Context: an optimization exercise on an open-source flow, tuned for small area, a short achievable clock period and few clock cycles per item. The choices shown serve that exercise and are no tape-out recipe. In this exercise RTL edits were held to simulation tests only and were not proved equivalent to the original.

Design hft_macd_engine_mc, start of the top module:
module hft_macd_engine_mc #(
   parameter int N_CH            = 4,
   parameter int PRICE_W         = 32,
   parameter int FRAC_W          = 16,
   parameter int ALPHA_FAST      = 10181,
   parameter int ALPHA_SLOW      = 4854,
   parameter int ALPHA_SIG       = 13107,
   parameter int HYST            = 0,
   parameter int WARMUP_TICKS    = 26,
   parameter int STOP_LOSS_PTS   = 50,
   parameter int TAKE_PROFIT_PTS = 100
) (
   input  logic                              clk,
   input  logic                              reset,
   input  logic                              tick_valid,
   output logic                              tick_ready,
   input  logic [$clog2(N_CH)-1:0]           tick_ch,
   input  logic signed [PRICE_W-1:0]         tick_price,
   input  logic                              trade_en,
   output logic                              order_valid,
   input  logic                              order_ready,
   output logic [$clog2(N_CH)-1:0]           order_ch,
   output logic [1:0]                        order_side,
   output logic signed [PRICE_W-1:0]         order_price
);
  ...
export LEC_CHECK = 0
export ABC_AREA = 1
export CAP_MARGIN = 60
export CORE_MARGIN = 2
export CORE_UTILIZATION = 60
export SLEW_MARGIN = 60
create_clock -name core_clock -period 17.0 [get_ports {clk}]
run.sh (not shown) runs the stock make flow with config.mk's settings and CLKGATE_MAP_FILE= SYNTH_SCRIPT=/design/flow/synth_recipe.tcl, a recipe that flattens the netlist after the stock synthesis.
The baseline went through all stages and came out clean.
Testbench counts at the start, summed over its fixed seeds: cycles 24,032, ticks 24,000.
Then changed:
Settings changed: ABC_AREA 1 to default, ABC_CLOCK_PERIOD_IN_PS from default to 7000, CORE_UTILIZATION 60 to 40.
Worst setup slack degrades by 0.54 ns.
Clock skew drops by 0.012 ns.
Sequential share of layout area rises by 0.25 points.
Wire length came out lower by 6.0%.
Via count came out lower by 14%.
Utilization decreases by 21 points.
Then changed:
Settings changed: ABC_CLOCK_PERIOD_IN_PS 7000 to default, CORE_UTILIZATION 40 to 60.
Effect: The changed run passed the timing, design-rule and antenna checks. Final area is lower by about 1.5%. Synthesized cell count does not change. Wire length is lower by 3.3%. Area after synthesis does not change. Final cell count is lower by about 9%.
Then changed:
Settings changed: CORE_UTILIZATION 60 to 40.
After rerunning: Count of clock-buffer cells in the layout went up by 2; synthesized cell count stays the same; design area went up by 1.6%; setup slack is worse by 0.16 ns; global-route usage went down by 10 points; critical path depth went up by 1.

---

Setup of v6:
hft_macd_engine_mc, a different RTL version from the one above (not shown whole).
Size in the first run: about 77 I/O pins, ~0.10 mm2 of cells after synthesis.
clock: 17.0 ns
lec_check: 0
abc_area: 1
cap_margin: 60
core_margin: 2
core_utilization: 60
cts_cluster_diameter: 120
cts_cluster_size: 25
slew_margin: 60
synth_hierarchical: 1
Testbench counts of v6, summed over its fixed seeds: cycles 24,040, ticks 24,000.
Setup changes, v6 to v7
# v6
export LEC_CHECK = 0
export ABC_AREA = 1
export CAP_MARGIN = 60
export CORE_MARGIN = 2
export CORE_UTILIZATION = 60
export CTS_CLUSTER_DIAMETER = 120
export CTS_CLUSTER_SIZE = 25
export SLEW_MARGIN = 60
export SYNTH_HIERARCHICAL = 1
create_clock -name core_clock -period 17.0 [get_ports {clk}]
# v7
export LEC_CHECK = 0
export ABC_AREA = 1
export CAP_MARGIN = 60
export CORE_MARGIN = 2
export CORE_UTILIZATION = 60
export SLEW_MARGIN = 60
export SYNTH_HIERARCHICAL = 1
create_clock -name core_clock -period 17.0 [get_ports {clk}]
==> flow/flow/run.sh (new file) <==
#!/bin/bash
set -euo pipefail
cd "$(dirname "$0")/.."
bash standard.sh SETUP_SLACK_MARGIN=11.5 finish > flow_make.log 2>&1
==> flow/standard.sh (new file) <==
#!/bin/bash
# synth_recipe.tcl (not shown) runs the flow's synth.tcl, then flattens the netlist and writes it again
# the make line also repeats each setting of config.mk as NAME=value (left out here)
make -C /OpenROAD-flow-scripts/flow DESIGN_CONFIG=/design/flow/config.mk WORK_HOME=/design/flow/orfs CLKGATE_MAP_FILE= SYNTH_SCRIPT=/design/flow/synth_recipe.tcl "${@:-finish}"
removed: flow/run.sh
- v7 ended with more share of layout cells above drive strength 1 than v6.
- Diff v6 and v7: count of plain and timing-repair buffers lower in v6
- ~same total placed cells including tap cells in v6 and v7
- Sort v6 and v7 by final-layout clock buffer total asc -> top: v6
- Worst setup margin (higher): v7
- Sort v6 and v7 by post-route met1 wirelength, descending, and v7 comes first.
- Number of standard cells in the final layout excluding fillers was lower in v6 than in v7.
- Re sequential portion of the cell area: v7 is 3.0 points down on v6.
- Across v6 and v7, none had a timing, DRC or antenna violation.

---

RTL: one of the versions met above, not the one the previous note started from.
For scale: ~7,800 cells after synthesis, about 1,200 flip-flops, roughly 77 I/O pins, about 97,000 um2 of cells after synthesis.
clock: 17.0 ns
lec_check: 0
cap_margin: 60
core_margin: 2
core_utilization: 60
cts_buf_list: sky130_fd_sc_hd__clkbuf_4 sky130_fd_sc_hd__clkbuf_8
slew_margin: 60
Stock flow here: none of the scripts above is used.
Testbench counts at the start, summed over its fixed seeds: cycles 24,032, ticks 24,000.
Next try:
Settings changed: CAP_MARGIN 60 to 40, CORE_UTILIZATION 60 to 40, CTS_BUF_LIST sky130_fd_sc_hd__clkbuf_4 sky130_fd_sc_hd__clkbuf_8 to unset, SLEW_MARGIN 60 to 40.
Outcome: The new run went through all stages and came out clean; flip-flop and latch count stays the same; hold slack loses 6.3 ps; setup slack is worse by 310 ps; sequential share of layout area is about the same; routed wire length is higher by a few percent; first-iteration DRC count came out lower by roughly a tenth; utilization shrinks by 22 points; die area went up by well over a third; final area is about the same.
Next try:
Settings changed: ABC_AREA set to 1, CAP_MARGIN 40 to 60, SLEW_MARGIN 40 to 60.
Outcome: Setup slack gets better by 790 ps; sequential share of layout area drops by 1.3 points; register-to-register slack improves by 790 ps; synthesized cell count goes up by 24%; cell area climbs by 4.1%.
Next try:
Settings changed: CORE_UTILIZATION 40 to 60, SYNTH_HIERARCHICAL set to 1.
Effect: Design area is higher by 1.9%; clock skew falls by 7.7 ps; cell count hardly moves; register-to-register slack improves by 540 ps; die area went down by 30%; fmax goes up by 8.3%; global-route usage rose by 9.6 points; wire length is lower by 2.6%; synthesized cell count rises by 11%.

-- port drivers added, routing unchanged --
Ports are ideal in the flow. The routed layouts listed here were re-timed in OpenROAD.
Step 1 (the two cells are an assumption about what drives the block):
set clk [get_ports {clk}]
set_driving_cell -lib_cell sky130_fd_sc_hd__clkbuf_16 $clk
set_driving_cell -lib_cell sky130_fd_sc_hd__buf_2 [delete_from_list [all_inputs] $clk]
Step 2, shift: input delay + t, output delay - t, t = (earliest + latest rising clock arrival at the registers) / 2. This alone moves slack from input paths to output paths.
Slacks: ideal ports / drivers / drivers and shift; pairs: ideal ports / drivers.
run | t, ns | setup WS [ns] | slew at the worst register clock pin (ns)
the first run of note 1 | 0.863 | 9.988 / 9.988 / 9.185 | 0.08 / 0.08
the second run of note 1 | 0.847 | 9.452 / 9.452 / 9.452 | 0.07 / 0.07
the third run of note 1 | 0.868 | 9.608 / 9.608 / 9.608 | 0.07 / 0.07
the fourth run of note 1 | 0.847 | 9.452 / 9.452 / 9.452 | 0.07 / 0.07
v6 | 0.822 | 10.878 / 10.878 / 10.878 | 0.11 / 0.11
v7 | 0.879 | 11.496 / 11.496 / 11.496 | 0.07 / 0.07
the first run of note 3 | 1.008 | 9.527 / 9.527 / 9.527 | 0.07 / 0.07
the second run of note 3 | 0.857 | 9.216 / 9.216 / 9.216 | 0.07 / 0.07
the third run of note 3 | 0.874 | 10.009 / 10.009 / 9.205 | 0.08 / 0.08
the fourth run of note 3 | 0.855 | 10.546 / 10.546 / 10.123 | 0.09 / 0.09
After both steps every run listed still meets setup and hold. The setup slack of the third run of note 3, which loses most, moves by 0.000 ns with the drivers and by -0.804 ns with both steps.
